Context: an optimization exercise on an open-source flow, tuned for small area, a short achievable clock period and few clock cycles. The choices shown serve that exercise and are no tape-out recipe.
RTL that was checked went through simulation tests only; none was proved equivalent to the original.
Only the layout flow was run in runs 1 to 4; the RTL was not checked for function there.
No activity file was given, so power comes from the tool's default toggle rates.

File: standard.sh
#!/bin/bash
# synth_recipe.tcl (not shown) runs the flow's synth.tcl, then flattens the netlist and writes it again
# the make line also repeats each setting of config.mk as NAME=value (left out here)
make -C /OpenROAD-flow-scripts/flow DESIGN_CONFIG=/design/flow/config.mk WORK_HOME=/design/flow/orfs CLKGATE_MAP_FILE= SYNTH_SCRIPT=/design/flow/synth_recipe.tcl "${@:-finish}"
File: design.v
`default_nettype none
package rv_isa_pkg;
    localparam int xlen = 32;
    typedef logic [xlen-1:0] word_t;
    localparam int opc_lsb   = 0;
    localparam int f3_lsb    = 12;
    localparam int imm_u_lsb = 12;
    localparam int imm_i_lsb = 20;
    localparam int f7_lsb    = 25;
    localparam logic [6:0] opc_op     = 7'b0110011;
    localparam logic [6:0] opc_op_imm = 7'b0010011;
    localparam logic [6:0] opc_lui    = 7'b0110111;
    localparam logic [6:0] opc_op_fp  = 7'b1010011;
    localparam logic [6:0] f7_base = 7'b0000000;
    localparam logic [6:0] f7_alt  = 7'b0100000;
    localparam logic [6:0] f7_fadd = 7'b0000000;
    localparam logic [6:0] f7_fsub = 7'b0000100;
    localparam logic [2:0] f3_add  = 3'b000;
    localparam logic [2:0] f3_sub  = 3'b000;
    localparam logic [2:0] f3_sll  = 3'b001;
    localparam logic [2:0] f3_slt  = 3'b010;
    localparam logic [2:0] f3_sltu = 3'b011;
    localparam logic [2:0] f3_xor  = 3'b100;
    localparam logic [2:0] f3_srl  = 3'b101;
    localparam logic [2:0] f3_sra  = 3'b101;
    localparam logic [2:0] f3_or   = 3'b110;
    localparam logic [2:0] f3_and  = 3'b111;
endpackage
`default_nettype wire
`default_nettype none
package ex_ctrl_pkg;
    localparam int fp_exp_w = 8;
    localparam int fp_man_w = 23;
    localparam int fp_bias  = 127;
    typedef enum logic [1:0] {
        unit_none = 2'd0,
        unit_alu  = 2'd1,
        unit_fpu  = 2'd2
    } unit_e;
    typedef enum logic [3:0] {
        alu_add    = 4'd0,
        alu_sub    = 4'd1,
        alu_sll    = 4'd2,
        alu_slt    = 4'd3,
        alu_sltu   = 4'd4,
        alu_xor    = 4'd5,
        alu_srl    = 4'd6,
        alu_sra    = 4'd7,
        alu_or     = 4'd8,
        alu_and    = 4'd9,
        alu_pass_b = 4'd10
    } alu_op_e;
    typedef struct packed {
        unit_e   unit;
        alu_op_e alu_op;
        logic    fp_sub;
    } ex_ctrl_t;
endpackage
`default_nettype wire
`default_nettype none
module ex_decode (
    input  rv_isa_pkg::word_t inst,
    output logic              legal,
    output logic              is_fp
);
    logic [6:0] opcode, funct7;
    logic [2:0] funct3;
    logic       f7_zero, f7_alt;
    assign opcode  = inst[6:0];
    assign funct3  = inst[14:12];
    assign funct7  = inst[31:25];
    assign f7_zero = (funct7 == 7'b0000000);
    assign f7_alt  = (funct7 == 7'b0100000);
    always_comb begin
        is_fp = 1'b0;
        case (opcode)
            rv_isa_pkg::opc_op:     legal = f7_zero | (f7_alt & (funct3 == 3'b000 || funct3 == 3'b101));
            rv_isa_pkg::opc_op_imm: legal = (funct3 == 3'b001) ? f7_zero :
                                            (funct3 == 3'b101) ? (f7_zero | f7_alt) : 1'b1;
            rv_isa_pkg::opc_lui:    legal = 1'b1;
            rv_isa_pkg::opc_op_fp: begin
                is_fp = 1'b1;
                legal = (funct7 == rv_isa_pkg::f7_fadd) || (funct7 == rv_isa_pkg::f7_fsub);
            end
            default:                legal = 1'b0;
        endcase
    end
endmodule
`default_nettype wire
`default_nettype none
module int_alu (
    input  rv_isa_pkg::word_t inst,
    input  rv_isa_pkg::word_t rs1_data,
    input  rv_isa_pkg::word_t rs2_data,
    input  logic              fp_mode,
    input  logic [23:0]       fp_norm_in,
    input  logic [4:0]        fp_lz,
    output rv_isa_pkg::word_t alu_result,
    output logic [23:0]       fp_norm_out
);
    logic [2:0]  funct3;
    logic        is_op, is_lui, is_sll, left;
    logic [31:0] a, b, bx, p, g, rev_a, rev_fp, sr_in, rev_out, shv;
    logic [31:0] s16, s8, s4, s2, s1;
    logic [32:0] sum;
    logic        neg, fill, lt, ltu;
    logic [4:0]  shamt;
    assign funct3 = inst[14:12];
    assign is_op  = inst[5];
    assign is_lui = inst[2];
    assign is_sll = (funct3 == 3'b001);
    assign a = rs1_data;
    assign b = is_op ? rs2_data : {{20{inst[31]}}, inst[31:20]};
    assign neg = ((funct3 == 3'b000) & is_op & inst[30]) | (funct3[2:1] == 2'b01);
    assign bx  = b ^ {32{neg}};
    assign p   = a ^ bx;
    assign g   = a & bx;
    int_prefix_add u_add (
        .a   (a),
        .b   (bx),
        .cin (neg),
        .s   (sum)
    );
    assign ltu = ~sum[32];
    assign lt  = (a[31] ^ b[31]) ? a[31] : sum[31];
    always_comb begin
        for (int i = 0; i < 32; i++) rev_a[i] = a[31-i];
        for (int i = 0; i < 32; i++) rev_fp[i] = (i < 24) ? fp_norm_in[23-i] : 1'b0;
    end
    assign left  = fp_mode | is_sll;
    assign sr_in = fp_mode ? rev_fp : is_sll ? rev_a : a;
    assign shamt = fp_mode ? fp_lz : b[4:0];
    assign fill  = ~fp_mode & inst[30] & a[31] & funct3[2];
    assign s16 = shamt[4] ? {{16{fill}}, sr_in[31:16]} : sr_in;
    assign s8  = shamt[3] ? {{8{fill}}, s16[31:8]} : s16;
    assign s4  = shamt[2] ? {{4{fill}}, s8[31:4]} : s8;
    assign s2  = shamt[1] ? {{2{fill}}, s4[31:2]} : s4;
    assign s1  = shamt[0] ? {fill, s2[31:1]} : s2;
    always_comb begin
        for (int i = 0; i < 32; i++) rev_out[i] = s1[31-i];
    end
    assign shv         = left ? rev_out : s1;
    assign fp_norm_out = rev_out[31:8];
    always_comb begin
        if (is_lui) begin
            alu_result = {inst[31:12], 12'd0};
        end else begin
            case (funct3)
                3'b000:  alu_result = sum[31:0];
                3'b001:  alu_result = shv;
                3'b010:  alu_result = {31'd0, lt};
                3'b011:  alu_result = {31'd0, ltu};
                3'b100:  alu_result = p;
                3'b101:  alu_result = shv;
                3'b110:  alu_result = p | g;
                default: alu_result = g;
            endcase
        end
    end
endmodule
module int_prefix_add (
    input  logic [31:0] a,
    input  logic [31:0] b,
    input  logic        cin,
    output logic [32:0] s
);
    logic [31:0] p0, g0, p, g;
    assign p0 = a ^ b;
    assign g0 = a & b;
    always_comb begin
        p = p0;
        g = g0;
        g[0] = g0[0] | (p0[0] & cin);
        for (int l = 0; l < 5; l++) begin
            for (int j = 0; j < 32; j++) begin
                if (j & (1 << l)) begin
                    g[j] = g[j] | (p[j] & g[((j >> l) << l) - 1]);
                    p[j] = p[j] & p[((j >> l) << l) - 1];
                end
            end
        end
    end
    assign s = {g[31], p0 ^ {g[30:0], cin}};
endmodule
`default_nettype wire
`default_nettype none
module fp_adder (
    input  logic              clk,
    input  rv_isa_pkg::word_t op_a,
    input  rv_isa_pkg::word_t op_b,
    input  logic              fp_sub,
    output logic [23:0]       norm_in,
    output logic [4:0]        lz,
    input  logic [23:0]       norm_out,
    output rv_isa_pkg::word_t fp_result
);
    logic        s, s_q;
    logic [7:0]  big_exp, big_exp_q;
    logic [24:0] sum, sum_q;
    fp_align u_fp_align (
        .op_a    (op_a),
        .op_b    (op_b),
        .fp_sub  (fp_sub),
        .sign    (s),
        .big_exp (big_exp),
        .sum     (sum)
    );
    always_ff @(posedge clk) begin
        s_q       <= s;
        big_exp_q <= big_exp;
        sum_q     <= sum;
    end
    fp_norm u_fp_norm (
        .sign      (s_q),
        .big_exp   (big_exp_q),
        .sum       (sum_q),
        .lz        (lz),
        .norm_in   (norm_in),
        .norm_out  (norm_out),
        .fp_result (fp_result)
    );
endmodule
module fp_align (
    input  rv_isa_pkg::word_t op_a,
    input  rv_isa_pkg::word_t op_b,
    input  logic              fp_sub,
    output logic              sign,
    output logic [7:0]        big_exp,
    output logic [24:0]       sum
);
    logic        sign_a, sign_b, zero_a, zero_b, exp_lt, exp_eq, frac_lt;
    logic        a_big, eff_sub;
    logic [7:0]  exp_a, exp_b, diff;
    logic [8:0]  d_ab, d_ba;
    logic [23:0] man_a, man_b, big_man, small_man, aligned;
    assign sign_a = op_a[31];
    assign sign_b = op_b[31] ^ fp_sub;
    assign exp_a  = op_a[30:23];
    assign exp_b  = op_b[30:23];
    assign zero_a = (exp_a == 8'd0);
    assign zero_b = (exp_b == 8'd0);
    assign man_a  = zero_a ? 24'd0 : {1'b1, op_a[22:0]};
    assign man_b  = zero_b ? 24'd0 : {1'b1, op_b[22:0]};
    assign d_ab    = {1'b0, exp_a} - {1'b0, exp_b};
    assign d_ba    = {1'b0, exp_b} - {1'b0, exp_a};
    assign exp_lt  = d_ab[8];
    assign exp_eq  = (exp_a == exp_b);
    assign frac_lt = (op_a[22:0] < op_b[22:0]);
    assign a_big   = ~exp_lt & ~(exp_eq & ~zero_a & frac_lt);
    assign diff    = exp_lt ? d_ba[7:0] : d_ab[7:0];
    assign big_man   = a_big ? man_a : man_b;
    assign small_man = a_big ? man_b : man_a;
    assign big_exp   = a_big ? exp_a : exp_b;
    assign sign      = a_big ? sign_a : sign_b;
    assign aligned = (diff[7:5] != 3'd0) ? 24'd0 : small_man >> diff[4:0];
    assign eff_sub = sign_a ^ sign_b;
    assign sum     = {1'b0, big_man} + ({1'b0, aligned} ^ {25{eff_sub}}) + {24'd0, eff_sub};
endmodule
module fp_norm (
    input  logic              sign,
    input  logic [7:0]        big_exp,
    input  logic [24:0]       sum,
    output logic [4:0]        lz,
    output logic [23:0]       norm_in,
    input  logic [23:0]       norm_out,
    output rv_isa_pkg::word_t fp_result
);
    logic [23:0] norm_man;
    logic [7:0]  exp_out;
    logic        res_zero, res_inf;
    logic [31:0] x;
    logic [15:0] v1, c1;
    logic [7:0]  v2;
    logic [15:0] c2;
    logic [3:0]  v4;
    logic [11:0] c4;
    logic [1:0]  v8;
    logic [7:0]  c8;
    assign x = {sum[23:0], 8'd0};
    always_comb begin
        for (int i = 0; i < 16; i++) begin
            v1[i] = x[2*i+1] | x[2*i];
            c1[i] = ~x[2*i+1];
        end
        for (int i = 0; i < 8; i++) begin
            v2[i]         = v1[2*i+1] | v1[2*i];
            c2[2*i +: 2]  = v1[2*i+1] ? {1'b0, c1[2*i+1]} : {1'b1, c1[2*i]};
        end
        for (int i = 0; i < 4; i++) begin
            v4[i]         = v2[2*i+1] | v2[2*i];
            c4[3*i +: 3]  = v2[2*i+1] ? {1'b0, c2[2*(2*i+1) +: 2]} : {1'b1, c2[2*(2*i) +: 2]};
        end
        for (int i = 0; i < 2; i++) begin
            v8[i]         = v4[2*i+1] | v4[2*i];
            c8[4*i +: 4]  = v4[2*i+1] ? {1'b0, c4[3*(2*i+1) +: 3]} : {1'b1, c4[3*(2*i) +: 3]};
        end
        lz = v8[1] ? {1'b0, c8[7:4]} : {1'b1, c8[3:0]};
    end
    assign norm_in = sum[23:0];
    always_comb begin
        if (sum[24]) begin
            norm_man = sum[24:1];
            exp_out  = big_exp + 8'd1;
            res_zero = 1'b0;
            res_inf  = (big_exp >= 8'd254);
        end else begin
            norm_man = norm_out;
            exp_out  = big_exp - {3'd0, lz};
            res_zero = ({3'd0, lz} >= big_exp) | (sum[23:0] == 24'd0);
            res_inf  = (lz == 5'd0) & (big_exp == 8'd255);
        end
        fp_result = res_zero ? 32'd0 :
                    res_inf  ? {sign, 8'hff, 23'd0} :
                               {sign, exp_out, norm_man[22:0]};
    end
endmodule
`default_nettype wire
`default_nettype none
module ex_result (
    input  logic              legal,
    input  logic              is_fp,
    input  rv_isa_pkg::word_t alu_result,
    input  rv_isa_pkg::word_t fp_result,
    output logic              illegal,
    output rv_isa_pkg::word_t result
);
    assign illegal = ~legal;
    assign result  = !legal ? 32'd0 : is_fp ? fp_result : alu_result;
endmodule
`default_nettype wire
`default_nettype none
module ex_unit_top (
    input  logic  clk,
    input  logic  rst,
    input  logic  req,
    input  rv_isa_pkg::word_t inst,
    input  rv_isa_pkg::word_t rs1_data,
    input  rv_isa_pkg::word_t rs2_data,
    input  rv_isa_pkg::word_t frs1_data,
    input  rv_isa_pkg::word_t frs2_data,
    output logic  ack,
    output logic  illegal,
    output rv_isa_pkg::word_t result
);
    logic              legal, is_fp, fp_ready;
    rv_isa_pkg::word_t alu_result, fp_result;
    logic [23:0]       fp_norm_in, fp_norm_out;
    logic [4:0]        fp_lz;
    ex_decode u_ex_decode (
        .inst  (inst),
        .legal (legal),
        .is_fp (is_fp)
    );
    int_alu u_int_alu (
        .inst        (inst),
        .rs1_data    (rs1_data),
        .rs2_data    (rs2_data),
        .fp_mode     (inst[6]),
        .fp_norm_in  (fp_norm_in),
        .fp_lz       (fp_lz),
        .alu_result  (alu_result),
        .fp_norm_out (fp_norm_out)
    );
    fp_adder u_fp_adder (
        .clk       (clk),
        .op_a      (frs1_data),
        .op_b      (frs2_data),
        .fp_sub    (inst[27]),
        .norm_in   (fp_norm_in),
        .lz        (fp_lz),
        .norm_out  (fp_norm_out),
        .fp_result (fp_result)
    );
    ex_result u_ex_result (
        .legal      (legal),
        .is_fp      (is_fp),
        .alu_result (alu_result),
        .fp_result  (fp_result),
        .illegal    (illegal),
        .result     (result)
    );
    always_ff @(posedge clk or posedge rst) begin
        if (rst) fp_ready <= 1'b0;
        else     fp_ready <= req;
    end
    assign ack = req & (fp_ready | (inst[6:0] != rv_isa_pkg::opc_op_fp));
endmodule
`default_nettype wire
File: config.mk
export PLATFORM = sky130hd
export DESIGN_NAME = ex_unit_top
export DESIGN_NICKNAME = ex_unit_top
export VERILOG_FILES = /design/flow/design.v
export SDC_FILE = /design/flow/constraint.sdc
export NUM_CORES = 4
export LEC_CHECK = 0
export ABC_AREA = 1
export CAP_MARGIN = 20
export CORE_MARGIN = 2
export CORE_UTILIZATION = 50
export GPL_ROUTABILITY_DRIVEN = 0
export SETUP_SLACK_MARGIN = 2.5
export SLEW_MARGIN = 20
File: constraint.sdc
create_clock -name core_clock -period 11.0 [get_ports {clk}]
set_input_delay 2.2000 -clock core_clock [delete_from_list [all_inputs] [get_ports {clk}]]
set_output_delay 2.2000 -clock core_clock [all_outputs]
set_load 0.01 [all_outputs]
File: flow/run.sh
#!/bin/bash
set -o pipefail
cp standard.sh standard_sh.txt
export BUFFER_PORTS_ARGS="-buffer_cell sky130_fd_sc_hd__buf_1"
bash standard.sh > standard.log 2>&1
==> run_results.csv, run 1 <==
group,metric,value,unit
cts,clock_tree.buffer_depth,2,
timing,hold_violations,0,
worst_setup_path,critical_path_class,"input pin to primary output",
timing,fmax,0.1184,GHz
placed_design,port_buffers,191,
timing,rsz0062_at_grt,"yes",
timing,tightest_slew,1.084,ns
yosys,yosysTopAreaCell,"nand2_1",
timing,hold_ws,1.702,ns
power_and_ir_drop,p_per_area,140.6,nW/µm²
final_layout,synthToLayoutAreaGrowth,9.643,%
yosys,synth_area_leaders,"nand2_1, ha_1, nand3_1",
placed_design,dp_slack,1.747,ns
cts,clkSinkCount,35,
yosys,syn-cell-area,14050,µm²
routing,wl_per_cell,21.25,µm
yosys,synthesis.instances,2505,
timing,setup_violations,0,
floorplan,core_area,27710,µm²
power_and_ir_drop,p_leak,7.390,nW
grt,grt_antenna_before_repair,16,
yosys,yosysUniqueCellTypes,67,
routing,vias_per_cell,6.095,
grt,grt_pass1_wl,93.70,mm
power_and_ir_drop,p_total,2.166,mW
cts,tritoncts,"built",
final_layout,layout-drive-gt1-share,7.457,%
cts,cts_buffers,5,
worst_setup_path,cp_max_fo,6,
timing,drv_slew,0,
worst_setup_path,critPathMaxStageDelay,0.49,ns
run,drv_cap,0,
timing,finalWorstSetupSlack,2.556,ns
yosys,syn_avg_cell_area,5.610,µm²
routing,drt_pre_antenna_iters,7,
grt,grt_pass1_vias,16150,
grt,grt_use_total,42.09,%
worst_setup_path,worstSetupEndpointType,"primary output",
cts,cts_root_buf,"clkbuf_16",
yosys,synthesis.nets,2808,
floorplan,ioPinCount,197,
timing,slew_headroom,27.45,%
yosys,ys.flop_type,"dfxtp_1",
placed_design,dp_hpwl,48.92,mm
timing,period_needed,8.444,ns
cts,clk_pin_slew_worst_paths,0.06,ns
floorplan,dieArea,29460,µm²
yosys,ys_ff_latch,35,
routing,drc,0,
yosys,netlist.area_leader.share,16.08,%
yosys,yosys_warnings,6,
routing,drtAntennaViolNets,0,
timing,timing.final.crit_share,76.76,%
floorplan,die_x,171.6,µm
timing,setup_tns,0,ns
floorplan,rows,61,
routing,first_iter_violations,2464,
worst_setup_path,crit_arrival,6.24,ns
yosys,synth_edf_count,0,
run_status,status,"timing/DRC/antenna clean",
worst_setup_path,path_delay_family,"simple AND/OR/NAND/NOR gates",
floorplan,chipHeight,171.6,µm
worst_setup_path,cp_data_required_time,8.80,ns
yosys,synth-async-reset-ratio,2.857,%
floorplan,initial_utilization,50.72,%
worst_setup_path,path_buf_inv,3,
routing,routed_wl,63.73,mm
worst_setup_path,start_kind,"input pin",
power_and_ir_drop,max-vdd-ir-drop,0.00007401,V
worst_setup_path,cp_common_cell,"nand2_1",
cts,hold_buffers,0,
grt,grt_max_degree,53,
cts,htree_levels,2,
yosys,synth_seq_area_share,5.022,%
grt,overflow,0,
worst_setup_path,critPathSlowestCell,"fa_1",
final_layout,nNetsFinal,2917,
routing,vias,18280,
min_path,hold_path_class,"input pin to asynchronous set/reset pin",
[metal layers]
metal / GRT usage, % / part of all wire [%] / vias up / routed length [µm]
li1: - / - / 8650 / -
met1: 47.26 / 36 / 8232 / 22750
met2: 66.04 / 43 / 1087 / 27300
met3: 12.29 / 11 / 293 / 7181
met4: 34.52 / 10 / 16 / 6396
met5: 0 / 0.16 / - / 105
[synth_stat cells (all sizes together), types with 4 or more instances]
library cell    n
a221oi          5
mux2i          14
fa              9
dfxtp          34
nand2         620
buf            66
and2            8
nand3b         13
or2             5
clkbuf         66
o21a            7
nand3         322
a21boi          6
nor2          178
a21oi         192
xnor2          12
o21bai          4
nor3           20
o211ai         47
a31oi          16
o22ai          10
o221ai         20
inv           306
nor4            7
a211oi          7
o2111ai         9
nand4          23
clkinv          5
ha            131
xor2           80
o21ai         245
[worst paths after layout]
path                       startpoint  slack (ns)    endpoint  cells after the start
max                          inst[13]        2.56  result[17]                     25
max in group asynchronous         rst        9.21    fp_ready                      2
min in group core_clock           req        2.04    fp_ready                      1
min                               rst        1.70    fp_ready                      2
[where the power goes]
group / switching, mW / internal, mW
registers: 0.0832 / 0.183
logic: 1.18 / 0.559
clock network: 0.0563 / 0.107
total: 1.32 / 0.849
[cell usage in the layout (no fill, tap or decap), drive strengths merged, types with 3 or more instances in the layout]
| cell type | instances |
|---|---|
| a221oi | 5 |
| a31oi | 16 |
| a21oi | 192 |
| nor4 | 7 |
| ha | 131 |
| xnor2 | 12 |
| mux2i | 14 |
| xor2 | 80 |
| nand3b | 13 |
| a211oi | 7 |
| a21o | 3 |
| and2 | 8 |
| nor3 | 20 |
| o22ai | 10 |
| nand3 | 322 |
| o211ai | 47 |
| o21ai | 245 |
| o221ai | 20 |
| nor2 | 181 |
| fa | 9 |
| o21bai | 4 |
| clkinv | 7 |
| o32ai | 3 |
| clkbuf | 11 |
| inv | 305 |
| o2111ai | 9 |
| nand4 | 23 |
| diode | 6 |
| dfxtp | 34 |
| buf | 222 |
| or2 | 5 |
| a21boi | 6 |
| nand2 | 622 |
| o21a | 7 |
[cells by family after synthesis]
family,after synthesis,share of synthesized area [%]
xor gates and xnor gates,92,5.788
adders and majority gates,140,12.95
AOI/OAI and AO/OA,582,24.42
and+or+nand+nor,1199,37.66
DFF,35,5.022
buffers and inverters,443,13.04
muxes,14,1.113
[registers in the layout (all words and copies together), names as in the netlist]
register              flops
u_fp_adder.sum_q         25
fp_ready                  1
u_fp_adder.s_q            1
u_fp_adder.big_exp_q      8
[layout make-up]
cell class / count / area [µm²]
well taps: 378 / 473.0
fillers: 2988 / 12300
multi-input cells: 2032 / 11780
diodes: 6 / 15.01
repair buffers: 228 / 1085
clock buffers: 5 / 125.1
flip-flops and latches: 35 / 705.7
repair inverters: 1 / 5.005
inverters: 311 / 1174
clock inverters: 3 / 43.79
[metrics by stage]
step | area, µm² | utilization, % | cells
6_report | 15410 | 55.61 | 2999
5_1_grt | 15400 | 55.60 | 2998
4_1_cts | 15100 | 54.50 | 2983
3_5_place_dp | 14810 | 53.44 | 2970
3_3_place_gp | 14810 | 53.44 | 2970
2_1_floorplan | 14050 | - | 2505
[repair_timing]
item	4_1_cts	5_1_grt
pin swaps	6	6
buffers inserted	3	4
endpoints found under the hold margin	0	0
resized for setup	19	44
gates cloned	2	5
endpoints found under the setup margin	24	39
==> run 2, diff against run 1 <==
--- a/config.mk
+++ b/config.mk
@@ -11,4 +11,3 @@
 export CORE_UTILIZATION = 50
-export GPL_ROUTABILITY_DRIVEN = 0
-export SETUP_SLACK_MARGIN = 2.5
+export SETUP_SLACK_MARGIN = 2.75
 export SLEW_MARGIN = 20
==> run_results.csv, run 2 <==
group,metric,value,unit
placed_design,dp_cells,2972,
routing,routed_wl,64.96,mm
timing,drv_slew,0,
yosys,syn_avg_cell_area,5.610,µm²
power_and_ir_drop,p_switching,1.388,mW
power_and_ir_drop,max-vdd-ir-drop,0.0001169,V
floorplan,die_x,171.6,µm
power_and_ir_drop,p_int,0.8546,mW
yosys,yosysMostFrequentCell,"nand2_1",
final_layout,layout_commonest_cell,"nand2_1",
timing,fmax,0.1210,GHz
placed_design,port_buffers,191,
yosys,ys_ff_latch,35,
grt,grt_antenna_before_repair,2,
min_path,hold_path_class,"input pin to asynchronous set/reset pin",
final_layout,final_cell_mix,"nand2_1, nand3_1, inv_1, o21ai_0, buf_1",
placed_design,place_congestion,1.031,
floorplan,core_area,27710,µm²
yosys,synth-async-reset-ratio,2.857,%
grt,overflow,0,
cts,cts_buffers,5,
power_and_ir_drop,power_frac_comb,82.7,%
worst_setup_path,critPathSlowestCell,"o22ai_1",
grt,grt_use_total,41.50,%
cts,cts_root_buf,"clkbuf_16",
yosys,synthesis.nets,2808,
power_and_ir_drop,p_leak,7.563,nW
final_layout,fin_cells,3024,
yosys,synth_common_cells,"nand2_1, nand3_1, inv_1",
yosys,yosysUniqueCellTypes,67,
timing,timing.final.crit_share,75.13,%
worst_setup_path,crit_arrival,6.06,ns
yosys,synth_area_leaders,"nand2_1, ha_1, nand3_1",
timing,hold_violations,0,
yosys,netlist.area_leader.share,16.08,%
yosys,ys.flop_type,"dfxtp_1",
worst_setup_path,critPathMaxStageDelay,0.27,ns
routing,first_iter_violations,2437,
power_and_ir_drop,p_per_area,140.7,nW/µm²
grt,grt_max_degree,53,
power_and_ir_drop,p_sw_share,61.90,%
cts,tritoncts,"built",
power_and_ir_drop,p_seq_share,10.8,%
final_layout,top_register,"u_fp_adder.sum_q",
worst_setup_path,critical_path_class,"input pin to primary output",
final_layout,synthToLayoutAreaGrowth,13.41,%
routing,drc,0,
worst_setup_path,cp_common_cell,"nand2_1",
cts,clock_tree.buffer_depth,2,
cts,htree_levels,2,
worst_setup_path,start_kind,"input pin",
final_layout,layout-drive-gt1-share,10.17,%
yosys,synth_edf_count,0,
final_layout,largest_register_ff_count,25,
grt,grt_pass1_wl,92.97,mm
timing,period_needed,8.264,ns
floorplan,initial_utilization,50.72,%
timing,setup_violations,0,
yosys,yosysTopAreaCell,"nand2_1",
cts,clkSinkCount,35,
final_layout,post-route-cell-area,15940,µm²
run,drv_cap,0,
floorplan,chipHeight,171.6,µm
floorplan,dieArea,29460,µm²
worst_setup_path,cp_data_required_time,8.80,ns
timing,tightest_slew,1.001,ns
final_layout,largestRegisters,"u_fp_adder.sum_q: 25 flops, u_fp_adder.big_exp_q: 8 flops",
routing,wl_per_cell,21.48,µm
cts,hold_buffers,0,
power_and_ir_drop,power.clock.fraction,6.5,%
cts,clk_pin_slew_worst_paths,0.06,ns
worst_setup_path,cp_max_fo,31,
routing,vias_per_cell,6.161,
yosys,synthesis.instances,2505,
routing,drt_pre_antenna_iters,7,
placed_design,dpl_cell_area,14820,µm²
floorplan,rows,61,
routing,drtAntennaViolNets,0,
yosys,synth_seq_area_share,5.022,%
run_status,status,"timing/DRC/antenna clean",
timing,slew_headroom,33.17,%
floorplan,ioPinCount,197,
worst_setup_path,worstSetupEndpointType,"primary output",
yosys,syn-cell-area,14050,µm²
final_layout,nNetsFinal,2947,
timing,setup_tns,0,ns
placed_design,dp_hpwl,51.59,mm
timing,rsz0062_at_grt,"yes",
final_layout,nFillCells,2966,
routing,vias,18630,
yosys,yosys_warnings,6,
grt,grt_pass1_vias,15570,
[run 2: cell counts after synthesis]
Identical to the previous run, type by type.
[run 2: path summary, 6_finish.rpt]
path                       slack (ns)  startpoint  cells after the start         end
min in group core_clock          2.03         req                      1    fp_ready
worst max-delay path             2.74    inst[12]                     25  result[18]
max in group asynchronous        9.20         rst                      2    fp_ready
worst min-delay path             1.70         rst                      2    fp_ready
[run 2: cell families (layout without fill, tap and decap cells)]
kind of cell    Yosys count  after routing  share of synthesized area (%)
simple gates           1199           1205                          37.66
compound gates          582            583                          24.42
buf+inv                 443            576                          13.04
fa+ha+maj               140            140                          12.95
xor+xnor                 92             92                          5.788
flops                    35             35                          5.022
mux                      14             14                          1.113
other cells               0              1                              0
[run 2: power groups by stage]
stage | Clock [mW] | Sequential, mW | Combinational [mW]
after detailed placement | 0 | 0.242 | 1.68
after global placement | 0 | 0.241 | 1.67
after CTS | 0.146 | 0.239 | 1.73
after global routing | 0.153 | 0.247 | 2.00
after floorplan | 0 | 0.218 | 1.22
final | 0.146 | 0.243 | 1.85
[run 2: cell type report]
type                    count  area, µm²  share of cell area [%]
multi-input cells        2034      12090                   75.83
clock inverters             3      23.77                  0.1492
flip-flops and latches     35      705.7                   4.428
diodes                      1      2.502                 0.01570
well taps                 378      473.0                   2.968
clock buffers               5      125.1                  0.7851
repair inverters            1      7.507                 0.04711
repair buffers            256       1330                   8.346
inverters                 311       1184                   7.427
[run 2: metrics by stage]
stage	hold WS (ns)	total power [mW]	util, %	setup WS, ns
floorplan	1.929	1.441	-	2.857
CTS	1.704	2.114	55.66	2.740
global placement	2.006	1.915	53.49	1.687
finish	1.702	2.243	57.52	2.736
global route	1.722	2.401	57.51	2.672
detailed placement	2.019	1.924	53.49	1.613
[run 2: metal layers]
layer  routed length, µm  vias to the layer above  GRT usage [%]
met1               27910                     8522          58.99
li1                    -                     8704              -
met2               26500                     1254          60.28
met4                2885                        2          17.50
met3                7646                      148          8.306
met5                  11                        -              0
[run 2: timing repair]
action / 4_1_cts / 5_1_grt
endpoints found under the setup margin: 34 / 37
gates cloned: 3 / 5
setup buffers: 19 / 16
pin swaps: 21 / 27
gates resized for setup: 59 / 81
[run 2: critical path: cells and delay by family]
kind | cells | cell delay [ns]
buf+inv | 7 | 1.16
compound gates | 4 | 0.78
simple gates | 14 | 1.92
==> run 3, diff against run 2 <==
--- a/design.v
+++ b/design.v
@@ -102,3 +102,3 @@
     logic        is_op, is_lui, is_sll, left;
-    logic [31:0] a, b, bx, p, g, rev_a, rev_fp, sr_in, rev_out, shv;
+    logic [31:0] a, b, imm, p, g, p_rs, p_im, rev_a, rev_fp, sr_in, rev_out, shv;
     logic [31:0] s16, s8, s4, s2, s1;
@@ -112,10 +112,12 @@
     assign a = rs1_data;
-    assign b = is_op ? rs2_data : {{20{inst[31]}}, inst[31:20]};
-    assign neg = ((funct3 == 3'b000) & is_op & inst[30]) | (funct3[2:1] == 2'b01);
-    assign bx  = b ^ {32{neg}};
-    assign p   = a ^ bx;
-    assign g   = a & bx;
+    assign imm = {{20{inst[31]}}, inst[31:20]};
+    assign b   = is_op ? rs2_data : imm;
+    assign neg  = ((funct3 == 3'b000) & is_op & inst[30]) | (funct3[2:1] == 2'b01);
+    assign p_rs = a ^ rs2_data;
+    assign p_im = a ^ imm;
+    assign p    = (is_op ? p_rs : p_im) ^ {32{neg}};
+    assign g    = is_op ? (a & (rs2_data ^ {32{neg}})) : (a & (imm ^ {32{neg}}));
     int_prefix_add u_add (
-        .a   (a),
-        .b   (bx),
+        .p0  (p),
+        .g0  (g),
         .cin (neg),
@@ -161,4 +163,4 @@
 module int_prefix_add (
-    input  logic [31:0] a,
-    input  logic [31:0] b,
+    input  logic [31:0] p0,
+    input  logic [31:0] g0,
     input  logic        cin,
@@ -166,5 +168,3 @@
 );
-    logic [31:0] p0, g0, p, g;
-    assign p0 = a ^ b;
-    assign g0 = a & b;
+    logic [31:0] p, g;
     always_comb begin
--- a/config.mk
+++ b/config.mk
@@ -11,3 +11,3 @@
 export CORE_UTILIZATION = 50
-export SETUP_SLACK_MARGIN = 2.75
+export SETUP_SLACK_MARGIN = 2.5
 export SLEW_MARGIN = 20
==> run_results.csv, run 3 <==
group,metric,value,unit
cts,htree_levels,2,
run,drv_cap,0,
worst_setup_path,start_kind,"input pin",
yosys,ys_ff_latch,35,
worst_setup_path,worstSetupEndpointType,"primary output",
worst_setup_path,crit_chain,"clkbuf_2 -> buf_12 -> buf_4 -> buf_4 -> o21ai_2 -> nand2_1 -> a21boi_4 -> nand2_2 -> o21ai_1 -> inv_1 -> o21ai_0 -> o21ai_1 -> o21ai_0 -> or2_1 -> nand3_1 -> nand3_1 -> nand3_1 -> nand2_1 -> a21oi_1 -> buf_1",
grt,grt_pass1_vias,16280,
routing,first_iter_violations,2409,
final_layout,largest_register_ff_count,25,
yosys,yosysUniqueCellTypes,69,
yosys,syn-cell-area,13980,µm²
worst_setup_path,cp_data_required_time,8.80,ns
cts,clock_tree.buffer_depth,2,
floorplan,die_x,171.2,µm
grt,grt_pass1_wl,90.47,mm
yosys,synth-async-reset-ratio,2.857,%
yosys,synthesis.nets,2844,
timing,drv_slew,0,
timing,period_needed,8.294,ns
placed_design,dp_hpwl,49.42,mm
worst_setup_path,critPathSlowestCell,"o21ai_0",
worst_setup_path,critPathMaxStageDelay,0.47,ns
power_and_ir_drop,p_leak,7.261,nW
yosys,synth_common_cells,"nand2_1, inv_1, o21ai_0",
yosys,yosys_warnings,6,
worst_setup_path,cp_common_cell,"nand3_1",
worst_setup_path,path_delay_family,"compound AO/OA/AOI/OAI gates",
floorplan,core_area,27630,µm²
routing,drtAntennaViolNets,0,
placed_design,place_congestion,1.090,
timing,tightest_slew,0.9498,ns
placed_design,port_buffers,191,
yosys,synthesis.instances,2604,
final_layout,nNetsFinal,2947,
timing,setup_tns,0,ns
floorplan,rows,61,
final_layout,fin_cells,3090,
timing,hold_violations,0,
final_layout,layout-drive-gt1-share,5.835,%
final_layout,final_cell_mix,"nand2_1, inv_1, o21ai_0, nand3_1, a21oi_1",
final_layout,top_register,"u_fp_adder.sum_q",
final_layout,final_util,54.79,%
grt,grt_antenna_before_repair,8,
timing,fmax,0.1206,GHz
floorplan,initial_utilization,50.60,%
floorplan,dieArea,29310,µm²
yosys,yosysMostFrequentCell,"nand2_1",
routing,routed_wl,62.13,mm
power_and_ir_drop,p_total,2.094,mW
worst_setup_path,crit_arrival,6.09,ns
timing,rsz0062_at_grt,"no",
yosys,synth_edf_count,0,
cts,clk_pin_slew_worst_paths,0.05,ns
cts,cts_buffers,5,
floorplan,ioPinCount,197,
final_layout,largestRegisters,"u_fp_adder.sum_q: 25 flops, u_fp_adder.big_exp_q: 8 flops",
floorplan,chipHeight,171.2,µm
yosys,ys.flop_type,"dfxtp_1",
placed_design,dp_cells,3064,
power_and_ir_drop,max-vdd-ir-drop,0.00009406,V
min_path,hold_path_class,"input pin to asynchronous set/reset pin",
worst_setup_path,cp_max_fo,16,
routing,drc,0,
grt,grt_use_total,40.42,%
yosys,synth_area_leaders,"nand2_1, o21ai_0, nand3_1",
routing,vias_per_cell,5.999,
worst_setup_path,path_buf_inv,6,
yosys,netlist.area_leader.share,19.65,%
routing,wl_per_cell,20.11,µm
cts,clkSinkCount,35,
timing,slew_headroom,36.61,%
routing,drt_pre_antenna_iters,8,
grt,overflow,0,
timing,timing.final.crit_share,75.40,%
routing,vias,18540,
run_status,status,"timing/DRC/antenna clean",
worst_setup_path,critical_path_class,"input pin to primary output",
yosys,yosysTopAreaCell,"nand2_1",
yosys,syn_avg_cell_area,5.369,µm²
cts,tritoncts,"built",
timing,setup_violations,0,
cts,cts_root_buf,"clkbuf_16",
timing,hold_ws,1.715,ns
grt,grt_max_degree,62,
cts,hold_buffers,0,
yosys,synth_seq_area_share,5.048,%
power_and_ir_drop,p_per_area,138.4,nW/µm²
final_layout,layout_commonest_cell,"nand2_1",
final_layout,synthToLayoutAreaGrowth,8.279,%
==> run 3: changes by cell type in the layout (fill, tap and decap cells not counted), moves of 14 or more <==
cell / change
a21oi_1: +40
o21ai_1: +29
nand3_1: -58
o21ai_0: +70
buf_4: -27
ha_1: -51
nand2_1: +139
inv_1: -15
o21ai_2: -14
==> run 3: area by class of cell <==
| cell class | instances | area, µm² |
|---|---|---|
| inverters | 286 | 1082 |
| diodes | 4 | 10.01 |
| clock inverters | 3 | 43.79 |
| repair inverters | 1 | 5.005 |
| well taps | 378 | 473.0 |
| multi-input cells | 2154 | 11680 |
| clock buffers | 5 | 125.1 |
| repair buffers | 224 | 1015 |
| flip-flops and latches | 35 | 705.7 |
| fillers | 3068 | 12490 |
==> run 3: repair_timing <==
item	in CTS	in global routing
pin swaps	0	4
endpoints found under the hold margin	0	0
endpoints found under the setup margin	7	38
gates resized for setup	4	36
setup buffers	0	8
gates cloned	0	6
==> run 3: per-layer routing <==
| metal | wire [µm] | GRT usage (%) |
|---|---|---|
| met3 | 5728 | 6.650 |
| met4 | 5554 | 32.02 |
| met5 | 59 | 0 |
| met2 | 26600 | 63.94 |
| met1 | 24190 | 48.64 |
==> run 3: metrics by stage <==
stage                     area, µm²  setup WS (ns)
after CTS                     14880          2.525
final                         15140          2.706
after floorplan               13980          3.437
after global routing          15130          2.491
after detailed placement      14690          2.072
after global placement        14690          2.156
==> run 3: cells by family (layout without fill, tap and decap cells) <==
group | after synthesis | after routing | synth area share [%]
buffers and inverters | 419 | 519 | 12.69
xor gates and xnor gates | 103 | 103 | 7.393
DFF | 35 | 35 | 5.048
adders and majority gates | 77 | 77 | 7.106
AOI/OAI and AO/OA | 695 | 696 | 28.05
and+or+nand+nor | 1259 | 1262 | 38.57
other | 0 | 4 | 0
muxes | 16 | 16 | 1.146
==> run 3: final timing paths <==
path                              end  depth (start not counted)  slack (ns)    start
worst max-delay path       result[25]                         20        2.71  inst[5]
worst min-delay path         fp_ready                          2        1.72      rst
max in group asynchronous    fp_ready                          2        9.20      rst
min in group core_clock      fp_ready                          1        2.05      req
==> run 3: report_power, final <==
group | switching, mW | internal (mW) | leakage, nW
clock | 0.0543 | 0.107 | 0.0838
combinational | 1.13 | 0.511 | 6.88
sequential | 0.105 | 0.184 | 0.298
==> run 4, diff against run 3 <==
--- a/config.mk
+++ b/config.mk
@@ -11,3 +11,3 @@
 export CORE_UTILIZATION = 50
-export SETUP_SLACK_MARGIN = 2.5
+export SETUP_SLACK_MARGIN = 3.0
 export SLEW_MARGIN = 20
==> run_results.csv, run 4 <==
group,metric,value,unit
run_status,status,"timing/DRC/antenna clean",
final_layout,nNetsFinal,2974,
grt,overflow,0,
routing,drc,0,
cts,cts_buffers,5,
routing,first_iter_violations,2654,
yosys,ys_ff_latch,35,
power_and_ir_drop,p_int,0.8286,mW
yosys,syn_avg_cell_area,5.369,µm²
min_path,hold_path_class,"input pin to asynchronous set/reset pin",
yosys,synth_area_leaders,"nand2_1, o21ai_0, nand3_1",
floorplan,die_x,171.2,µm
yosys,ys.flop_type,"dfxtp_1",
worst_setup_path,start_kind,"input pin",
floorplan,rows,61,
yosys,synth_edf_count,0,
grt,grt_use_total,41.52,%
yosys,synth_common_cells,"nand2_1, inv_1, o21ai_0",
worst_setup_path,cp_max_fo,46,
placed_design,place_congestion,1.090,
cts,cts_root_buf,"clkbuf_16",
floorplan,initial_utilization,50.60,%
final_layout,final_cell_mix,"nand2_1, inv_1, nand3_1, o21ai_0, a21oi_1",
yosys,synth-async-reset-ratio,2.857,%
yosys,netlist.area_leader.share,19.65,%
yosys,yosysTopAreaCell,"nand2_1",
run,drv_cap,0,
final_layout,top_register,"u_fp_adder.sum_q",
timing,setup_tns,0,ns
power_and_ir_drop,p_switching,1.316,mW
routing,vias,18790,
worst_setup_path,critical_path_class,"input pin to primary output",
cts,clock_tree.buffer_depth,2,
power_and_ir_drop,power_frac_comb,79.1,%
yosys,yosysMostFrequentCell,"nand2_1",
power_and_ir_drop,p_leak,7.460,nW
worst_setup_path,worstSetupEndpointType,"primary output",
routing,drt_pre_antenna_iters,6,
final_layout,largest_register_ff_count,25,
floorplan,dieArea,29310,µm²
yosys,synthesis.nets,2844,
timing,rsz0062_at_grt,"yes",
floorplan,chipHeight,171.2,µm
final_layout,layout-drive-gt1-share,7.605,%
timing,setup_violations,0,
final_layout,largestRegisters,"u_fp_adder.sum_q: 25 flops, u_fp_adder.big_exp_q: 8 flops",
grt,grt_pass1_wl,92.63,mm
grt,grt_max_degree,55,
worst_setup_path,cp_data_required_time,8.80,ns
yosys,yosysUniqueCellTypes,69,
power_and_ir_drop,p_seq_share,13.4,%
placed_design,port_buffers,191,
timing,tightest_slew,0.9498,ns
power_and_ir_drop,max-vdd-ir-drop,0.00009566,V
timing,hold_violations,0,
timing,slew_headroom,36.61,%
cts,clk_pin_slew_worst_paths,0.05,ns
timing,drv_slew,0,
grt,grt_pass1_vias,16500,
routing,wl_per_cell,20.37,µm
power_and_ir_drop,p_sw_share,61.37,%
power_and_ir_drop,p_per_area,137.4,nW/µm²
cts,htree_levels,2,
yosys,syn-cell-area,13980,µm²
yosys,synthesis.instances,2604,
power_and_ir_drop,power.clock.fraction,7.5,%
final_layout,nFillCells,3015,
routing,drtAntennaViolNets,0,
final_layout,layout_commonest_cell,"nand2_1",
yosys,yosys_warnings,6,
timing,timing.final.crit_share,71.47,%
floorplan,core_area,27630,µm²
final_layout,synthToLayoutAreaGrowth,11.64,%
routing,vias_per_cell,6.029,
cts,hold_buffers,0,
worst_setup_path,crit_arrival,5.66,ns
floorplan,ioPinCount,197,
timing,period_needed,7.862,ns
cts,tritoncts,"built",
power_and_ir_drop,p_total,2.145,mW
routing,routed_wl,63.48,mm
timing,fmax,0.1272,GHz
cts,clkSinkCount,35,
placed_design,dp_hpwl,49.42,mm
yosys,synth_seq_area_share,5.048,%
grt,grt_antenna_before_repair,6,
==> run 4: cell counts after synthesis <==
No cell type changed its count.
==> run 4: critical path, cell delays in order <==
cell and delay [ns]:
buf_1 0.11, buf_8 0.24, clkinv_1 0.12, buf_6 0.22, nand2_2 0.18, a21boi_4 0.31
nand2_4 0.16, o21ai_1 0.11, inv_1 0.08, o21ai_0 0.31, o21ai_1 0.11, o21ai_0 0.47
or2_1 0.20, nand3_1 0.08, nand3_1 0.28, nand3_1 0.14, nand2_1 0.11, a21oi_1 0.06
buf_1 0.13
==> run 4: cell type report <==
| class | instances | area [µm²] | share of cell area (%) |
|---|---|---|---|
| multi-input cells | 2158 | 11860 | 75.96 |
| clock inverters | 3 | 43.79 | 0.2806 |
| clock buffers | 5 | 125.1 | 0.8017 |
| well taps | 378 | 473.0 | 3.031 |
| flip-flops and latches | 35 | 705.7 | 4.522 |
| diodes | 3 | 7.507 | 0.04810 |
| repair buffers | 245 | 1267 | 8.122 |
| repair inverters | 3 | 20.02 | 0.1283 |
| inverters | 286 | 1109 | 7.103 |
==> run 4: kinds of logic (layout without fill, tap and decap cells) <==
logic type | Yosys count | count (layout) | synth area share [%]
xor gates and xnor gates | 103 | 103 | 7.393
AOI/OAI and AO/OA | 695 | 697 | 28.05
buffers and inverters | 419 | 542 | 12.69
adders and majority gates | 77 | 77 | 7.106
DFF | 35 | 35 | 5.048
muxes | 16 | 16 | 1.146
and+or+nand+nor | 1259 | 1265 | 38.57
other | 0 | 3 | 0
==> run 4: through the flow <==
stage | instances | utilization, % | hold slack, ns | instance area [µm²] | worst slack [ns]
floorplan | 2604 | - | 1.929 | 13980 | 3.437
global placement | 3064 | 53.18 | 2.008 | 14690 | 2.156
detailed placement | 3064 | 53.18 | 2.009 | 14690 | 2.072
CTS | 3082 | 54.80 | 1.707 | 15140 | 3.004
global route | 3113 | 56.46 | 1.725 | 15600 | 2.912
finish | 3116 | 56.48 | 1.716 | 15610 | 3.138
==> run 4: worst max path at each step <==
| stage | slack (ns) | start | endpoint | cells after the start |
|---|---|---|---|---|
| CTS | 3.00 | inst[12] | result[17] | 31 |
| floorplan | 3.44 | inst[12] | result[17] | 32 |
| finish | 3.14 | inst[6] | result[25] | 19 |
| global route | 2.91 | inst[12] | result[17] | 30 |
| detailed placement | 2.07 | frs1_data[23] | u_fp_adder.sum_q[22] | 40 |
| global placement | 2.16 | frs1_data[23] | u_fp_adder.sum_q[24] | 39 |
==> run 4: metal layers <==
layer | GRT usage [%] | vias up | part of all wire (%)
met2 | 65.60 | 1096 | 43
met3 | 6.880 | 270 | 9.7
met1 | 49.98 | 8423 | 38
met4 | 32.94 | 6 | 9.1
met5 | 0 | - | 0.072
li1 | - | 8992 | -
==> run 4: timing repair <==
item,CTS,global route
buffers inserted,4,24
pin swaps,5,19
endpoints found under the hold margin,0,0
endpoints found under the setup margin,37,39
cloned,6,7
gates resized for setup,38,69
==> run 4: power groups by stage <==
stage | clock network [mW] | registers, mW | logic (mW)
after CTS | 0.165 | 0.277 | 1.60
after floorplan | 0 | 0.216 | 1.17
after detailed placement | 0 | 0.279 | 1.57
final | 0.161 | 0.288 | 1.70
after global routing | 0.169 | 0.285 | 1.86
after global placement | 0 | 0.278 | 1.55
==> run 5, diff against run 4 <==
--- a/design.v
+++ b/design.v
@@ -245,5 +245,14 @@
     assign d_ba    = {1'b0, exp_b} - {1'b0, exp_a};
-    assign exp_lt  = d_ab[8];
-    assign exp_eq  = (exp_a == exp_b);
-    assign frac_lt = (op_a[22:0] < op_b[22:0]);
+    fp_less #(.W(8)) u_exp_cmp (
+        .a  (exp_a),
+        .b  (exp_b),
+        .lt (exp_lt),
+        .eq (exp_eq)
+    );
+    fp_less #(.W(23)) u_frac_cmp (
+        .a  (op_a[22:0]),
+        .b  (op_b[22:0]),
+        .lt (frac_lt),
+        .eq ()
+    );
     assign a_big   = ~exp_lt & ~(exp_eq & ~zero_a & frac_lt);
@@ -316,2 +325,34 @@
 endmodule
+module fp_less #(
+    parameter int W = 8
+) (
+    input  logic [W-1:0] a,
+    input  logic [W-1:0] b,
+    output logic         lt,
+    output logic         eq
+);
+    localparam int H = W / 2;
+    generate
+        if (W == 1) begin : g_bit
+            assign lt = ~a[0] & b[0];
+            assign eq = ~(a[0] ^ b[0]);
+        end else begin : g_split
+            logic lt_hi, eq_hi, lt_lo, eq_lo;
+            fp_less #(.W(W - H)) u_hi (
+                .a  (a[W-1:H]),
+                .b  (b[W-1:H]),
+                .lt (lt_hi),
+                .eq (eq_hi)
+            );
+            fp_less #(.W(H)) u_lo (
+                .a  (a[H-1:0]),
+                .b  (b[H-1:0]),
+                .lt (lt_lo),
+                .eq (eq_lo)
+            );
+            assign lt = lt_hi | (eq_hi & lt_lo);
+            assign eq = eq_hi & eq_lo;
+        end
+    endgenerate
+endmodule
 `default_nettype wire
==> run_results.csv, run 5 <==
group,metric,value,unit
final_layout,top_register,"u_fp_adder.sum_q",
routing,vias_per_cell,6.139,
worst_setup_path,path_delay_family,"simple AND/OR/NAND/NOR gates",
yosys,yosys_warnings,6,
floorplan,die_x,168.8,µm
cts,cts_buffers,5,
power_and_ir_drop,power_frac_comb,80.2,%
routing,wl_per_cell,20.08,µm
final_layout,final_cell_mix,"nand2_1, nand3_1, inv_1, o21ai_0, a21oi_1",
timing,setup_tns,0,ns
worst_setup_path,cp_max_fo,41,
yosys,synth_area_leaders,"nand2_1, nand3_1, o21ai_0",
final_layout,layout-drive-gt1-share,7.762,%
timing,rsz0062_at_grt,"no",
worst_setup_path,crit_arrival,5.74,ns
worst_setup_path,cp_data_required_time,8.80,ns
final_layout,fin_cells,3112,
timing,hold_violations,0,
power_and_ir_drop,power.clock.fraction,6.5,%
yosys,synth-async-reset-ratio,2.857,%
final_layout,largestRegisters,"u_fp_adder.sum_q: 25 flops, u_fp_adder.big_exp_q: 8 flops",
final_layout,largest_register_ff_count,25,
yosys,ys_ff_latch,35,
cts,cts_root_buf,"clkbuf_16",
power_and_ir_drop,max-vdd-ir-drop,0.0001638,V
cts,clk_pin_slew_worst_paths,0.06,ns
yosys,synth_common_cells,"nand2_1, nand3_1, o21ai_0",
routing,drtAntennaViolNets,0,
floorplan,core_area,26800,µm²
timing,hold_ws,1.712,ns
power_and_ir_drop,p_per_area,136.2,nW/µm²
worst_setup_path,path_buf_inv,5,
yosys,synth_edf_count,0,
worst_setup_path,critPathSlowestCell,"o211ai_1",
timing,period_needed,7.943,ns
cts,tritoncts,"built",
grt,grt_pass1_vias,16060,
worst_setup_path,start_kind,"input pin",
power_and_ir_drop,p_switching,1.298,mW
placed_design,dp_hpwl,48.48,mm
timing,setup_violations,0,
power_and_ir_drop,p_total,2.115,mW
final_layout,nNetsFinal,3009,
final_layout,layout_commonest_cell,"nand2_1",
routing,drt_pre_antenna_iters,11,
yosys,synthesis.instances,2626,
floorplan,ioPinCount,197,
placed_design,dp_cells,3052,
routing,drc,0,
yosys,yosysUniqueCellTypes,60,
placed_design,place_congestion,1.080,
floorplan,dieArea,28510,µm²
run,drv_cap,0,
yosys,yosysTopAreaCell,"nand2_1",
grt,grt_antenna_before_repair,2,
timing,fmax,0.1259,GHz
yosys,netlist.area_leader.share,20.61,%
floorplan,rows,60,
power_and_ir_drop,p_seq_share,13.3,%
min_path,hold_path_class,"input pin to asynchronous set/reset pin",
worst_setup_path,cp_common_cell,"nand2_1",
timing,timing.final.crit_share,72.21,%
yosys,ys.flop_type,"dfxtp_1",
final_layout,synthToLayoutAreaGrowth,14.31,%
floorplan,chipHeight,168.8,µm
grt,grt_use_total,40.57,%
cts,htree_levels,2,
worst_setup_path,crit_chain,"buf_2 -> inv_4 -> nor2_2 -> buf_12 -> nand2_8 -> buf_8 -> o21ai_0 -> and2_0 -> nand2_1 -> nand2_1 -> nand2_1 -> nand2_1 -> nand2_1 -> o21ai_1 -> nand2_1 -> nand3_1 -> nand2_1 -> o211ai_1 -> nand3_1 -> nand2_1 -> a21oi_1 -> buf_1",
cts,clkSinkCount,35,
routing,vias,19110,
yosys,yosysMostFrequentCell,"nand2_1",
power_and_ir_drop,p_int,0.8164,mW
timing,drv_slew,0,
routing,routed_wl,62.49,mm
floorplan,initial_utilization,50.69,%
worst_setup_path,worstSetupEndpointType,"primary output",
yosys,syn-cell-area,13590,µm²
grt,grt_max_degree,49,
yosys,synth_seq_area_share,5.194,%
worst_setup_path,critical_path_class,"input pin to primary output",
routing,first_iter_violations,2522,
grt,overflow,0,
power_and_ir_drop,p_leak,7.470,nW
placed_design,port_buffers,191,
yosys,synthesis.nets,2866,
cts,hold_buffers,0,
grt,grt_pass1_wl,89.88,mm
final_layout,final_util,57.95,%
worst_setup_path,critPathMaxStageDelay,0.49,ns
run_status,status,"timing/DRC/antenna clean",
timing,tightest_slew,0.9954,ns
yosys,syn_avg_cell_area,5.173,µm²
power_and_ir_drop,p_sw_share,61.39,%
timing,slew_headroom,33.57,%
cts,clock_tree.buffer_depth,2,
run 5: changes by cell type after synthesis, moves of 11 or more:
cell	previous run	this run
nand3_1	247	308
clkbuf_1	65	82
o21ai_1	63	25
o21ai_0	259	280
nor3_1	20	31
nand2_1	732	746
nor2_1	169	194
run 5: worst paths after layout:
check,to,slack (ns),cells after the start,startpoint
setup / recovery,result[24],3.06,22,inst[12]
hold / removal,fp_ready,1.71,2,rst
max in group asynchronous,fp_ready,9.20,2,rst
min in group core_clock,fp_ready,2.05,1,req
run 5: cell families (layout without fill, tap and decap cells):
| kind of cell | after synthesis | after routing | share of synthesized area, % |
|---|---|---|---|
| AND/OR/NAND/NOR | 1354 | 1357 | 42.13 |
| buffers and inverters | 406 | 546 | 11.79 |
| AO/OA/AOI/OAI | 650 | 651 | 26.71 |
| flip-flops | 35 | 35 | 5.194 |
| adder cells (fa/ha/maj) | 77 | 77 | 7.313 |
| XOR/XNOR | 98 | 98 | 6.428 |
| multiplexers | 6 | 6 | 0.4421 |
| other | 0 | 1 | 0 |
run 5: metrics by stage:
| step | setup slack (ns) | instance area, µm² |
|---|---|---|
| after floorplan | 3.298 | 13590 |
| after global routing | 2.865 | 15530 |
| after global placement | 2.082 | 14390 |
| after CTS | 2.927 | 14820 |
| after detailed placement | 2.052 | 14390 |
| final | 3.057 | 15530 |
run 5: power groups by stage:
stage | clock network, mW | logic [mW] | registers, mW
after detailed placement | 0 | 1.55 | 0.273
after global routing | 0.147 | 1.85 | 0.279
final | 0.138 | 1.70 | 0.281
after global placement | 0 | 1.53 | 0.272
after CTS | 0.140 | 1.58 | 0.270
after floorplan | 0 | 1.15 | 0.220
run 5: final cells by class:
| type | instances | area (µm²) |
|---|---|---|
| Timing Repair inverter | 4 | 30.03 |
| Timing Repair Buffer | 261 | 1359 |
| Clock buffer | 7 | 142.6 |
| Sequential cell | 35 | 705.7 |
| Tap cell | 341 | 426.7 |
| Antenna cell | 1 | 2.502 |
| Multi-Input combinational cell | 2189 | 11780 |
| Fill cell | 2909 | 11270 |
| Clock inverter | 1 | 5.005 |
| Inverter | 273 | 1076 |
run 5: what timing repair did:
item	CTS	global route
buffers inserted	7	35
setup endpoints to repair	37	37
resized for setup	51	121
pin swaps	4	21
gates cloned	4	5
run 5: metal layers:
layer,track usage [%],share of wire (%),vias to the layer above
met5,0,0,-
met4,26.50,8.0,0
met3,4.279,9.4,263
met2,66.29,45,1162
met1,50.81,38,8610
li1,-,-,9071
Testbench counts of run 5, summed over its fixed seeds: cycles 27,666.
==> run 6, diff against run 5 <==
--- a/config.mk
+++ b/config.mk
@@ -11,3 +11,3 @@
 export CORE_UTILIZATION = 50
-export SETUP_SLACK_MARGIN = 3.0
+export SETUP_SLACK_MARGIN = 2.5
 export SLEW_MARGIN = 20
==> run_results.csv, run 6 <==
group,metric,value,unit
yosys,synth_top_family_by_area,"simple AND/OR/NAND/NOR gates",
yosys,yosysUniqueCellTypes,60,
timing,drv_slew,0,
grt,grt_pass1_vias,15920,
yosys,synth_edf_count,0,
yosys,yosys.area_share.adder,7.313,%
timing,slew_headroom,34.15,%
yosys,yosys_warnings,6,
final_layout,layout_commonest_cell,"nand2_1",
yosys,synthMuxAreaShare,0.4421,%
floorplan,dieArea,28510,µm²
final_layout,largestRegisters,"u_fp_adder.sum_q: 25 flops, u_fp_adder.big_exp_q: 8 flops",
cts,htree_levels,2,
worst_setup_path,cp_max_fo,18,
final_layout,layout-drive-gt1-share,4.751,%
worst_setup_path,critPathSlowestCell,"nor4_2",
cts,clkSinkCount,35,
yosys,synth-async-reset-ratio,2.857,%
routing,vias,18690,
placed_design,dp_hpwl,48.48,mm
yosys,yosysMostFrequentCell,"nand2_1",
yosys,synthesis.nets,2866,
yosys,synth_common_cells,"nand2_1, nand3_1, o21ai_0",
grt,overflow,0,
timing,fmax,0.1196,GHz
timing,setup_violations,0,
power_and_ir_drop,max-vdd-ir-drop,0.0001612,V
worst_setup_path,start_kind,"input pin",
timing,finalWorstSetupSlack,2.638,ns
floorplan,initial_utilization,50.69,%
grt,grt_use_total,40.00,%
yosys,ys_ff_latch,35,
yosys,netlist.area_leader.share,20.61,%
final_layout,synthToLayoutAreaGrowth,9.330,%
yosys,synth_area_leaders,"nand2_1, nand3_1, o21ai_0",
routing,drc,0,
placed_design,dp_slack,2.052,ns
yosys,synth-xor-area-share,6.428,%
cts,clock_tree.buffer_depth,2,
yosys,syn_avg_cell_area,5.173,µm²
yosys,synth_compound_area_share,26.71,%
cts,tritoncts,"built",
yosys,synth_seq_area_share,5.194,%
routing,vias_per_cell,6.073,
worst_setup_path,endpoint,"result[18]",
floorplan,core_area,26800,µm²
cts,cts_buffers,5,
floorplan,ioPinCount,197,
min_path,hold_path_class,"input pin to asynchronous set/reset pin",
routing,routed_wl,60.57,mm
timing,period_needed,8.362,ns
cts,clk_pin_slew_worst_paths,0.06,ns
timing,timing.final.crit_share,76.02,%
yosys,ys.flop_type,"dfxtp_1",
yosys,synthesis.instances,2626,
timing,tightest_slew,0.9629,ns
floorplan,die_x,168.8,µm
final_layout,nNetsFinal,2975,
grt,grt_antenna_before_repair,1,
cts,cts_root_buf,"clkbuf_16",
worst_setup_path,cp_data_required_time,8.80,ns
worst_setup_path,cp-startpoint,"inst[30]",
worst_setup_path,worstSetupEndpointType,"primary output",
power_and_ir_drop,p_leak,7.276,nW
worst_setup_path,critical_path_class,"input pin to primary output",
placed_design,dpl_cell_area,14390,µm²
worst_setup_path,crit_chain,"buf_1 -> inv_1 -> nor4_2 -> inv_1 -> nand2_2 -> o21ai_0 -> o21ai_0 -> nand2_1 -> nand3_1 -> and2_1 -> nand2_1 -> nand3_1 -> nand3_1 -> o211ai_1 -> nand2_1 -> nand2_1 -> nand2_1 -> nor2_1 -> buf_1",
power_and_ir_drop,p_total,2.044,mW
grt,grt_pass1_wl,88.87,mm
placed_design,place_congestion,1.080,
yosys,synth-simple-area-share,42.13,%
grt,grt_max_degree,49,
yosys,syn-cell-area,13590,µm²
timing,rsz0062_at_grt,"no",
yosys,yosysTopAreaCell,"nand2_1",
routing,drt_pre_antenna_iters,7,
power_and_ir_drop,p_per_area,137.6,nW/µm²
final_layout,top_register,"u_fp_adder.sum_q",
floorplan,chipHeight,168.8,µm
final_layout,post-route-cell-area,14850,µm²
routing,drtAntennaViolNets,0,
placed_design,port_buffers,191,
worst_setup_path,critPathMaxStageDelay,0.57,ns
final_layout,largest_register_ff_count,25,
timing,hold_violations,0,
final_layout,final_cell_mix,"nand2_1, nand3_1, o21ai_0, inv_1, a21oi_1",
routing,first_iter_violations,2204,
worst_setup_path,crit_arrival,6.16,ns
worst_setup_path,cp_common_cell,"nand2_1",
routing,wl_per_cell,19.68,µm
run,drv_cap,0,
floorplan,rows,60,
run_status,status,"timing/DRC/antenna clean",
timing,setup_tns,0,ns
-- run 6: cell counts after synthesis --
No cell type changed its count.
-- run 6: logic make-up (layout without fill, tap and decap cells) --
logic type,Yosys count,count (layout)
adders and majority gates,77,77
other,0,1
DFF,35,35
and+or+nand+nor,1354,1356
muxes,6,6
buffers and inverters,406,514
AOI/OAI and AO/OA,650,650
xor gates and xnor gates,98,98
-- run 6: worst max-delay path, delay by kind of cell --
kind	cells	cell delay [ns]
and+or+nand+nor	12	2.14
AOI/OAI and AO/OA	3	0.91
buffers and inverters	4	0.88
-- run 6: what timing repair did --
item | CTS | global route
buffers inserted | 0 | 13
pin swaps | 1 | 2
gates resized for setup | 7 | 39
gates cloned | 1 | 3
setup endpoints to repair | 27 | 38
endpoints found under the hold margin | 0 | 0
hold buffers | 0 | 0
-- run 6: power breakdown --
| part | switching, mW | leakage (nW) | total (mW) | internal, mW |
|---|---|---|---|---|
| Sequential | 0.0969 | 0.298 | 0.281 | 0.184 |
| Clock | 0.0485 | 0.0739 | 0.138 | 0.0895 |
| Combinational | 1.11 | 6.90 | 1.63 | 0.510 |
-- run 6: final cells by class --
type                    instances  area [µm²]
repair buffers                232        1080
multi-input cells            2187       11450
well taps                     341       426.7
inverters                     273        1035
flip-flops and latches         35       705.7
fillers                      2978       11950
diodes                          1       2.502
repair inverters                1       5.005
clock inverters                 1       5.005
clock buffers                   7       142.6
-- run 6: how the worst min path moves through the flow --
| stage | startpoint | endpoint | cells past startpoint |
|---|---|---|---|
| floorplan | rst | fp_ready | 1 |
| global placement | rst | fp_ready | 2 |
| detailed placement | rst | fp_ready | 2 |
| CTS | rst | fp_ready | 2 |
| global route | rst | fp_ready | 2 |
| finish | rst | fp_ready | 2 |
-- run 6: through the flow --
stage / utilization (%) / hold WS, ns / cells
after floorplan: - / 1.929 / 2626
after global placement: 53.68 / 2.005 / 3052
after detailed placement: 53.68 / 2.010 / 3052
after CTS: 54.42 / 1.710 / 3061
after global routing: 55.41 / 1.728 / 3077
final: 55.42 / 1.712 / 3078
-- run 6: metal layers --
layer / global-route usage, % / part of all wire, % / routed length (µm) / vias to the layer above
met5: 0 / 0 / 0 / -
met3: 4.279 / 9.4 / 5673 / 229
met4: 26.05 / 7.7 / 4653 / 0
met2: 65.43 / 45 / 27160 / 1067
li1: - / - / - / 9006
met1: 50.01 / 38 / 23090 / 8392
==> run 7, diff against run 6 <==
--- a/design.v
+++ b/design.v
@@ -114,3 +114,3 @@
     assign b   = is_op ? rs2_data : imm;
-    assign neg  = ((funct3 == 3'b000) & is_op & inst[30]) | (funct3[2:1] == 2'b01);
+    assign neg  = (is_op & inst[30]) | (funct3[2:1] == 2'b01);
     assign p_rs = a ^ rs2_data;
--- a/config.mk
+++ b/config.mk
@@ -11,3 +11,3 @@
 export CORE_UTILIZATION = 50
-export SETUP_SLACK_MARGIN = 2.5
+export SETUP_SLACK_MARGIN = 3.5
 export SLEW_MARGIN = 20
==> run_results.csv, run 7 <==
group,metric,value,unit
yosys,syn-cell-area,13870,µm²
timing,fmax,0.1314,GHz
cts,clock_tree.buffer_depth,2,
power_and_ir_drop,p_switching,1.419,mW
power_and_ir_drop,p_per_area,142.3,nW/µm²
routing,vias_per_cell,6.063,
yosys,yosysTopAreaCell,"nand2_1",
placed_design,place_congestion,1.024,
grt,overflow,0,
cts,cts_root_buf,"clkbuf_16",
floorplan,chipHeight,170.6,µm
routing,routed_wl,63.83,mm
yosys,synthesis.nets,2765,
worst_setup_path,path_delay_family,"buffers and inverters",
run_status,status,"timing/DRC/antenna clean",
timing,rsz0062_at_grt,"yes",
grt,grt_pass1_wl,94.69,mm
final_layout,largest_register_ff_count,25,
timing,period_needed,7.610,ns
yosys,syn_avg_cell_area,5.494,µm²
floorplan,core_area,27100,µm²
worst_setup_path,crit_arrival,5.41,ns
yosys,synthesis.instances,2525,
cts,clkSinkCount,35,
power_and_ir_drop,p_leak,7.679,nW
grt,grt_antenna_before_repair,0,
yosys,ys.flop_type,"dfxtp_1",
grt,grt_pass1_vias,16820,
final_layout,diodes,0,
worst_setup_path,cp_data_required_time,8.80,ns
timing,hold_violations,0,
final_layout,largestRegisters,"u_fp_adder.sum_q: 25 flops, u_fp_adder.big_exp_q: 8 flops",
final_layout,top_register,"u_fp_adder.sum_q",
placed_design,dp_hpwl,47.76,mm
worst_setup_path,critical_path_class,"input pin to primary output",
cts,cts_buffers,5,
power_and_ir_drop,power_frac_comb,81.9,%
routing,drc,0,
worst_setup_path,path_buf_inv,13,
floorplan,ioPinCount,197,
routing,drt_pre_antenna_iters,9,
yosys,yosysMostFrequentCell,"nand2_1",
final_layout,layout_commonest_cell,"nand2_1",
worst_setup_path,start_kind,"input pin",
yosys,synth_seq_area_share,5.087,%
floorplan,rows,60,
yosys,yosysUniqueCellTypes,66,
power_and_ir_drop,p_seq_share,11.2,%
worst_setup_path,cp_max_fo,7,
routing,vias,18750,
final_layout,synthToLayoutAreaGrowth,19.65,%
yosys,synth_edf_count,0,
worst_setup_path,critPathMaxStageDelay,0.25,ns
timing,drv_slew,0,
worst_setup_path,critPathSlowestCell,"or2_4",
run,drv_cap,0,
floorplan,die_x,170.6,µm
cts,tritoncts,"built",
min_path,hold_path_class,"input pin to asynchronous set/reset pin",
cts,htree_levels,2,
routing,drtAntennaViolNets,0,
power_and_ir_drop,max-vdd-ir-drop,0.0001220,V
yosys,synth-async-reset-ratio,2.857,%
worst_setup_path,worstSetupEndpointType,"primary output",
power_and_ir_drop,power.clock.fraction,6.9,%
final_layout,nNetsFinal,2959,
yosys,yosys_warnings,6,
power_and_ir_drop,p_total,2.363,mW
timing,setup_tns,0,ns
floorplan,dieArea,29090,µm²
final_layout,layout-drive-gt1-share,16.14,%
grt,grt_use_total,42.19,%
timing,slew_headroom,48.57,%
yosys,netlist.area_leader.share,17.80,%
floorplan,initial_utilization,51.19,%
yosys,ys_ff_latch,35,
worst_setup_path,cp_common_cell,"buf_4",
placed_design,port_buffers,191,
timing,setup_violations,0,
timing,timing.final.crit_share,69.18,%
cts,clk_pin_slew_worst_paths,0.05,ns
routing,first_iter_violations,2359,
timing,tightest_slew,0.7667,ns
power_and_ir_drop,p_sw_share,60.08,%
yosys,synth_common_cells,"nand2_1, nand3_1, inv_1",
yosys,synth_area_leaders,"nand2_1, nand3_1, a21oi_1",
final_layout,final_cell_mix,"nand2_1, inv_1, nand3_1, nor2_1, a21oi_1",
routing,wl_per_cell,20.64,µm
grt,grt_max_degree,52,
power_and_ir_drop,p_int,0.9431,mW
run 7: repair_timing:
item | CTS | global route
gates cloned | 17 | 4
endpoints found under the setup margin | 45 | 37
setup buffers | 48 | 41
gates resized for setup | 164 | 148
hold buffers | 0 | 0
pin swaps | 52 | 63
run 7: how the worst max path moves through the flow:
stage	start	end	slack, ns	depth (start not counted)
6_report	inst[5]	result[3]	3.39	26
5_1_grt	inst[14]	result[17]	3.31	29
4_1_cts	inst[5]	result[17]	3.38	29
3_5_place_dp	frs1_data[23]	u_fp_adder.sum_q[24]	1.80	31
3_3_place_gp	frs1_data[23]	u_fp_adder.sum_q[24]	1.91	31
2_1_floorplan	inst[14]	result[17]	3.54	30
run 7: power groups by stage:
stage / sequential (mW) / clock, mW / combinational (mW)
3_3_place_gp: 0.259 / 0 / 1.64
3_5_place_dp: 0.259 / 0 / 1.65
2_1_floorplan: 0.217 / 0 / 1.22
6_report: 0.264 / 0.163 / 1.94
4_1_cts: 0.256 / 0.167 / 1.77
5_1_grt: 0.264 / 0.170 / 2.10
run 7: logic make-up after synthesis:
family / count (synthesis) / synth area share, %
simple gates: 1230 / 38.84
compound gates: 648 / 27.02
buf+inv: 401 / 12.67
xor+xnor: 128 / 8.785
fa+ha+maj: 77 / 7.162
flops: 35 / 5.087
mux: 6 / 0.4330
run 7: through the flow:
stage                     cells  utilization (%)  setup WS, ns  instance area, µm²  hold WS, ns
final                      3092            61.25         3.390               16600        1.715
after global routing       3092            61.25         3.313               16600        1.714
after CTS                  3047            58.41         3.381               15830        1.710
after detailed placement   2974            53.49         1.796               14500        2.015
after global placement     2974            53.49         1.910               14500        2.008
after floorplan            2525                -         3.544               13910        1.929
run 7: area by class of cell:
type | instances | area (µm²)
multi-input combinational | 2101 | 12320
fill | 2779 | 10500
timing repair buffer | 302 | 1832
inverter | 269 | 1079
sequential | 35 | 705.7
tap | 372 | 465.4
clock buffer | 5 | 125.1
clock inverter | 3 | 43.79
timing repair inverter | 5 | 32.53
run 7: metal layers:
layer	global-route usage (%)	share of wire (%)	wire length, µm
met5	0	0	0
met1	50.37	37	23910
met3	6.292	9.6	6135
met4	35.04	9.8	6227
met2	66.94	43	27560
Testbench counts of run 7, summed over its fixed seeds: cycles 27,666.

Check on run 7: ideal ports give 3.390 ns setup slack; a clkbuf_16 on the clock port and buf_2 on the inputs give 3.331 ns; moving port delays by the midpoint clock arrival (0.332 ns) as well gives 3.331 ns.
